Source: an optimization exercise on an open RTL-to-GDS flow (aim: small area and few clock cycles). Production flows keep margins and buffers that such runs may drop.
The RTL was checked by simulation tests, not by an equivalence proof against the original design.
Power is estimated from default activity; no workload was simulated.

Design vlc_device_association_fsm, start of the top module:
module vlc_device_association_fsm (
    input  wire logic         i_clk,
    input  wire logic         i_rst_n,
    input  wire logic         i_in_valid,
    output wire logic         i_in_ready,
    input  wire logic [178:0] i_in_data,
    output wire logic         o_out_valid,
    input  wire logic         o_out_ready,
    output wire logic [174:0] o_out_data,
    input  wire logic         i_cfg_we,
    input  wire logic [1:0]   i_cfg_idx,
    input  wire logic [23:0]  i_cfg_data
);
Settings: LEC_CHECK=0, CAP_MARGIN=20, CORE_MARGIN=2, CORE_UTILIZATION=40, SLEW_MARGIN=20; clock period 6.0 ns.
standard.sh (not shown) runs the stock make flow with config.mk's settings and CLKGATE_MAP_FILE= SYNTH_SCRIPT=/design/flow/synth_recipe.tcl, a recipe that flattens the netlist after the stock synthesis.
==> flow/flow/run.sh <==
#!/bin/bash
set -euo pipefail
export BUFFER_PORTS_ARGS="-buffer_cell sky130_fd_sc_hd__buf_1"
export CTS_ARGS="-sink_clustering_enable -repair_clock_nets -dont_use_dummy_load"
bash standard.sh > standard.log 2>&1
Testbench counts at the start, summed over its fixed seeds: cycles 28,281.
==> next run, changes <==
==> flow/flow/run.sh (replaced) <==
#!/bin/bash
set -euo pipefail
export BUFFER_PORTS_ARGS="-buffer_cell sky130_fd_sc_hd__buf_1"
bash standard.sh > standard.log 2>&1
CTS_BUF_LIST = sky130_fd_sc_hd__clkbuf_4   (was default)
CTS_CLUSTER_SIZE = 30   (was default)
Outcome:
- sequential share of layout area came out lower by 0.63 points
- clock skew came out lower by 0.0052 ns
- setup slack got worse by 0.11 ns
- register-to-register slack is about the same
- critical path depth is unchanged
- sequential cell count does not change
- clock power came out higher by roughly a tenth
==> next run, changes <==
CTS_BUF_LIST = default   (was sky130_fd_sc_hd__clkbuf_4)
CTS_CLUSTER_SIZE = default   (was 30)
What happened: Via count goes down by 2.8%. Sequential power hardly moves. Global-route usage goes down by 0.66 points. Register-to-register slack got worse by 0.04 ns. Non-clock buffer count is unchanged. Die area does not change. Routed wire length goes down by 1.2%. Critical path depth stays the same. Maximum frequency goes up by 1.6%. Design area is about the same. Clock power goes up by about 6%.
==> next run, changes <==
==> flow/run.sh (new file) <==
#!/bin/bash
# synth_recipe.tcl (not shown) runs the flow's synth.tcl, then flattens the netlist and writes it again
# the make line also repeats each setting of config.mk as NAME=value (left out here)
make -C /OpenROAD-flow-scripts/flow DESIGN_CONFIG=/design/flow/config.mk WORK_HOME=/design/flow/orfs CLKGATE_MAP_FILE= SYNTH_SCRIPT=/design/flow/synth_recipe.tcl finish
removed: flow/flow/run.sh
removed: flow/standard.sh
Routed wire length goes up by 14%.
Critical path depth does not change.
Hold slack got worse by 0.0051 ns.
Sequential share of layout area drops by 6.1 points.
Synthesized cell count stays the same.
Setup slack gets worse by 0.30 ns.


Another version of the RTL of vlc_device_association_fsm (not shown whole).
Size in the first run: about 230 flip-flops, about 390 I/O pins.
Settings: LEC_CHECK=0, CAP_MARGIN=20, CORE_MARGIN=2, CORE_UTILIZATION=40, SLEW_MARGIN=20; clock period 6.0 ns.
==> flow/flow/run.sh <==
#!/bin/bash
set -euo pipefail
export BUFFER_PORTS_ARGS="-buffer_cell sky130_fd_sc_hd__buf_1"
export CTS_ARGS="-sink_clustering_enable -repair_clock_nets -dont_use_dummy_load -buf_list sky130_fd_sc_hd__clkbuf_8 -root_buf sky130_fd_sc_hd__clkbuf_8 -sink_clustering_size 16 -sink_clustering_max_diameter 60"
bash standard.sh > standard.log 2>&1
Testbench counts at the start, summed over its fixed seeds: cycles 28,281.
Rerun with:
--- a/flow/flow/run.sh
+++ b/flow/flow/run.sh
@@ -1,0 +2,6 @@
+# The standard layout with three changes:
+#  - synthesis maps the logic with an area-recovering ABC script
+#    (flow/abc_map.script in place of ORFS's abc_speed.script; everything
+#    else in synthesis, registers included, is the standard synthesis);
+#  - plain buf_1 cells as the port buffers;
+#  - a clock tree of clkbuf_8 cells without dummy loads.
@@ -4,0 +11,4 @@
+rm -rf scripts_abc
+cp -r "$FLOW_HOME/scripts" scripts_abc
+cp flow/abc_map.script scripts_abc/abc_speed.script
+SCRIPTS_DIR="$PWD/scripts_abc" bash standard.sh synth > synth.log 2>&1
==> flow/flow/abc_map.script (new file) <==
&get -n
&st
&dch
&nf -a
&st
&dch
&nf -a
&st
&dch
&nf -a
&st
&dch
&nf -a
&put
topo
stime -c
dnsize -c
Design area goes down by a few percent.
Total power is higher by a few percent.
First-iteration DRC count went down by about a fifth.
Sequential share of layout area is higher by 1.7 points.
Via count went down by a little under a tenth.


vlc_device_association_fsm, a different RTL version from the one above (not shown whole).
For scale: ~230 flip-flops, ~0.0089 sq mm of cells after synthesis.
Design vlc_device_association_fsm, start of the top module:
module vlc_device_association_fsm (
    input  wire logic         i_clk,
    input  wire logic         i_rst_n,
    input  wire logic         i_in_valid,
    output wire logic         i_in_ready,
    input  wire logic [178:0] i_in_data,
    output wire logic         o_out_valid,
    input  wire logic         o_out_ready,
    output wire logic [174:0] o_out_data,
    input  wire logic         i_cfg_we,
    input  wire logic [1:0]   i_cfg_idx,
    input  wire logic [23:0]  i_cfg_data
);
    wire [2:0]  w_cmd     = i_in_data[178:176];
    wire [7:0]  w_channel = i_in_data[175:168];
    wire [15:0] w_net_id  = i_in_data[167:152];
    wire [63:0] w_coord   = i_in_data[151:88];
    wire [1:0]  w_tx      = i_in_data[85:84];
    wire        w_ackp    = i_in_data[83];
    wire        w_listed  = i_in_data[82];
    wire [1:0]  w_rs      = i_in_data[81:80];
    wire [15:0] w_rsa     = i_in_data[79:64];
    wire [63:0] w_rce     = i_in_data[63:0];
    localparam logic [3:0] PH_IDLE      = 4'd0;
    localparam logic [3:0] PH_TX_REQ    = 4'd2;
    localparam logic [3:0] PH_BEACON    = 4'd3;
    localparam logic [3:0] PH_POLL      = 4'd1;
    localparam logic [3:0] PH_TX_DATA   = 4'd6;
    localparam logic [3:0] PH_RX_GRANT  = 4'd7;
    localparam logic [3:0] PH_RESP      = 4'd5;
    localparam logic [3:0] PH_ACK_GRANT = 4'd4;
    localparam logic [3:0] PH_TX_ACK    = 4'd12;
    logic [3:0]  r_phase;
    logic [7:0]  r_channel;    
    logic [15:0] r_net_id;     
    logic [63:0] r_coord;      
    logic [23:0] r_share;
    wire  [23:0] r_remain = r_share;
    wire  [15:0] r_given  = r_share[15:0];
    wire         r_denied = r_share[16];
    logic [63:0] r_ext;        
  ...
clock: 6.0 ns
lec_check: 0
cap_margin: 20
core_margin: 2
core_utilization: 40
slew_margin: 20
==> flow/flow/run.sh <==
#!/bin/bash
# The standard layout with three changes:
#  - synthesis maps the logic with an area-recovering ABC script
#    (flow/abc_map.script in place of ORFS's abc_speed.script; everything
#    else in synthesis, registers included, is the standard synthesis);
#  - plain buf_1 cells as the port buffers;
#  - a clock tree of clkbuf_8 cells without dummy loads.
set -euo pipefail
export BUFFER_PORTS_ARGS="-buffer_cell sky130_fd_sc_hd__buf_1"
export CTS_ARGS="-sink_clustering_enable -repair_clock_nets -dont_use_dummy_load -buf_list sky130_fd_sc_hd__clkbuf_4 -root_buf sky130_fd_sc_hd__clkbuf_8 -sink_clustering_size 10 -sink_clustering_max_diameter 50"
rm -rf scripts_abc
cp -r "$FLOW_HOME/scripts" scripts_abc
cp flow/abc_map.script scripts_abc/abc_speed.script
SCRIPTS_DIR="$PWD/scripts_abc" bash standard.sh synth > synth.log 2>&1
bash standard.sh > standard.log 2>&1
==> flow/flow/abc_map.script <==
&get -n
&st
&dch
&nf -a -R 1000
&st
&dch
&nf -a -R 1000
&st
&dch
&nf -a -R 1000
&st
&dch
&nf -a -R 1000
&put
topo
stime -c
dnsize -c
The baseline finished with timing, DRC and antenna clean.
Testbench counts at the start, summed over its fixed seeds: cycles 28,281.
Next try:
==> flow/flow/abc_map.script (replaced) <==
&get -n
&st
&dch
&nf -a
&st
&dch
&nf -a
&st
&dch
&nf -a
&st
&dch
&nf -a
&put
topo
stime -c
dnsize -c
--- a/flow/config.mk
+++ b/flow/config.mk
@@ -10 +10 @@
-export CORE_UTILIZATION = 40
+export CORE_UTILIZATION = 65
Result:
- final area goes down by about 0.7%
- via count goes up by 5.4%
- clock skew stays flat
- utilization goes up by 32 points
- sequential cell count is unchanged
- sequential share of layout area goes up by 0.35 points
- combinational power goes up by about 2%
- hold slack got worse by 3.1 ps
- global-route usage goes up by 14 points
- power goes down by about 0.9%
- clock-buffer cell count goes down by 3

-- afterwards: timing with drivers on the ports --
How much do the figures lean on ideal ports? The routed layouts below were timed once more, with nothing changed but the port constraints.
Step 1 assumes that a clkbuf_16 drives the clock port and a buf_2 every other input.
Step 2, shift: input delay + t, output delay - t, t = (earliest + latest rising clock arrival at the registers) / 2. This alone moves slack from input paths to output paths.
a / b / c = ideal ports / drivers / drivers and shift; a / b = the first two.
run | shift t [ns] | slack for setup (ns) | worst setup path after step 2 | pins driven straight from the clock port
the first run of note 1 | 0.560 | 0.756 / 0.716 / 0.716 | input to output | 1
the second run of note 1 | 0.671 | 0.643 / 0.599 / 0.720 | input to output | 1
the third run of note 1 | 0.589 | 0.725 / 0.677 / 0.705 | input to output | 1
the fourth run of note 1 | 0.582 | 0.425 / 0.377 / 0.377 | input to output | 1
the first run of note 2 | 0.573 | 1.106 / 1.045 / 1.045 | input to output | 1
the second run of note 2 | 0.564 | 0.931 / 0.889 / 0.905 | input to output | 1
the first run of note 3 | 0.569 | 0.867 / 0.825 / 1.003 | input to output | 1
the second run of note 3 | 0.547 | 0.732 / 0.692 / 1.157 | input to output | 1
After both steps every run listed still meets setup and hold. For the first run of note 2, which loses most, drivers alone change the setup slack by -0.061 ns; drivers and shift together by -0.061 ns.
